Background: an optimization exercise with open tools, aiming at small area. Do not read the settings as production practice.
Only simulation tests tie the RTL to the original design; equivalence was not proved.
Power and IR drop assume default switching activity. The flow treats the clock pin as an ideal source, which a real chip does not have.

== main ==
## l2_data_array_nway
module l2_data_array_nway
#(
    parameter int unsigned s_offset = l2_pkg::default_s_offset,
    parameter int unsigned s_index  = l2_pkg::default_s_index,
    parameter int unsigned num_ways = l2_pkg::default_num_ways,
    localparam int unsigned s_way   = l2_pkg::way_bits(num_ways),
    localparam int unsigned s_mask  = 1 << s_offset,
    localparam int unsigned s_line  = 8 * s_mask
) (
    input  logic               clk,
    input  logic               rst,
    input  logic               read,
    input  logic               write,
    input  logic [s_way-1:0]   way,
    input  logic [s_index-1:0] index,
    input  logic [s_mask-1:0]  write_en,
    input  logic [s_line-1:0]  datain,
    output logic [s_line-1:0]  dataout,
    output logic               resp,
    output logic               ready
);
    localparam int unsigned num_sets  = 1 << s_index;
    localparam int unsigned num_lines = ((num_ways * num_sets + 7) / 8) * 8;
    localparam int unsigned num_pairs = num_lines / 2;
    logic                       init_done;
    logic                       rvalid;
    logic                       phase;
    logic [s_line-1:0]          bits [num_lines];
    logic [s_line-1:0]          bits_next [num_lines];
    logic [s_line-1:0]          datain_x;    
    logic [s_line-1:0]          wdata;       
    logic [num_lines-1:0]       line_keep;   
    logic [num_lines-1:0]       line_n;      
  ...
Settings: LEC_CHECK=0, CAP_MARGIN=20, CORE_MARGIN=2, CORE_UTILIZATION=60, PLACE_DENSITY=0.75, SETUP_SLACK_MARGIN=0.15, SLEW_MARGIN=20, SYNTH_HIERARCHICAL=1; clock period 5.0 ns.
standard.sh (not shown) runs the stock make flow with config.mk's settings and CLKGATE_MAP_FILE= SYNTH_SCRIPT=/design/flow/synth_recipe.tcl, a recipe that flattens the netlist after the stock synthesis.
==> flow/flow/run.sh <==
#!/bin/bash
# Own layout flow: the standard ORFS flow (standard.sh, unchanged synthesis,
# floorplan, power grid, placement and routing) with two settings changed:
#  - clock tree synthesis inserts no dummy loads and builds larger sink
#    clusters from clkbuf_16 leaf buffers;
#  - the port buffers that buffer_ports adds are buf_1 instead of the default
#    clock delay buffers.
# The full make output goes to flow_make.log in the work folder; ORFS keeps the
# log of each step under orfs/logs/.
set -euo pipefail
export CTS_ARGS="-sink_clustering_enable -repair_clock_nets -dont_use_dummy_load -buf_list sky130_fd_sc_hd__clkbuf_16 -sink_clustering_size ${CTS_SIZE:-30} -sink_clustering_max_diameter ${CTS_DIAM:-100}"
export BUFFER_PORTS_ARGS="-buffer_cell sky130_fd_sc_hd__buf_1"
bash standard.sh > flow_make.log 2>&1
main completed end to end with timing, DRC and antenna clean.
Edits applied to the flow inputs when going from main to the feature branch:
- SETUP_SLACK_MARGIN no longer set, was 0.15
- PLACE_DENSITY now 0.8, was 0.75
- CORE_UTILIZATION now 65, was 60
### Flow results
The feature branch: complete, dirty (negative setup slack)
On layout filler cell count: between main and the feature branch, it ends up lower for the feature branch.
In the tables for main and the feature branch, summed area of non-filler cells in the final layout reads higher with main.
On the feature branch: global-route wire length before repair is 0.53% lower than what main gave.
On share of total power in the clock network, main and the feature branch are neck and neck.

========
Starting RTL as in the previous note.
Settings: LEC_CHECK=0, CAP_MARGIN=20, CORE_MARGIN=2, CORE_UTILIZATION=40, PLACE_DENSITY=0.6, SLEW_MARGIN=20, SYNTH_HIERARCHICAL=1; clock period 5.0 ns.
Scripts as last shown in full above: flow/flow/run.sh
The starting point ran to the end with no violations.
Rerun with:
==> flow/run.sh (new file) <==
#!/bin/bash
# synth_recipe.tcl (not shown) runs the flow's synth.tcl, then flattens the netlist and writes it again
# the make line also repeats each setting of config.mk as NAME=value (left out here)
make -C /OpenROAD-flow-scripts/flow DESIGN_CONFIG=/design/flow/config.mk WORK_HOME=/design/flow/orfs CLKGATE_MAP_FILE= SYNTH_SCRIPT=/design/flow/synth_recipe.tcl finish
CTS_BUF_LIST = sky130_fd_sc_hd__clkbuf_16   (was unset)
CTS_CLUSTER_DIAMETER = 100   (was unset)
CTS_CLUSTER_SIZE = 30   (was unset)
removed: flow/flow/run.sh
removed: flow/standard.sh
The new run completed and failed the layout checks on setup timing.
Total power climbs by a few percent.
Fmax drops by a few percent.
Die area does not change.
Routed wire length stays flat.

==> separate check: timing with driven ports <==
The flow's constraints put no driver on any port. The routed layouts listed below were extracted and timed again, unchanged, in two steps.
Step 1 (the two cells are an assumption about what drives the block):
set clk [get_ports {clk}]
set_driving_cell -lib_cell sky130_fd_sc_hd__clkbuf_16 $clk
set_driving_cell -lib_cell sky130_fd_sc_hd__buf_2 [delete_from_list [all_inputs] $clk]
Step 2 times the ports against the registers' clock, not the clock port: input delays grow and output delays shrink by t, the midpoint of the rising clock arrivals with the driver on.
Three values: ideal, step 1, step 2; two values: the first two.
| run | shift t [ns] | slack for setup (ns) | worst setup path at the end | latest minus earliest clock arrival (ns) |
|---|---|---|---|---|
| main | 0.962 | 0.136 / 0.040 / 0.699 | input to register | 0.071 / 0.071 |
| the feature branch | 0.964 | -0.034 / -0.123 / 0.784 | input to register | 0.048 / 0.049 |
| the first run of note 2 | 0.980 | 0.154 / 0.056 / 0.586 | input to register | 0.156 / 0.156 |
| the second run of note 2 | 1.004 | -0.045 / -0.143 / 0.559 | input to register | 0.079 / 0.079 |
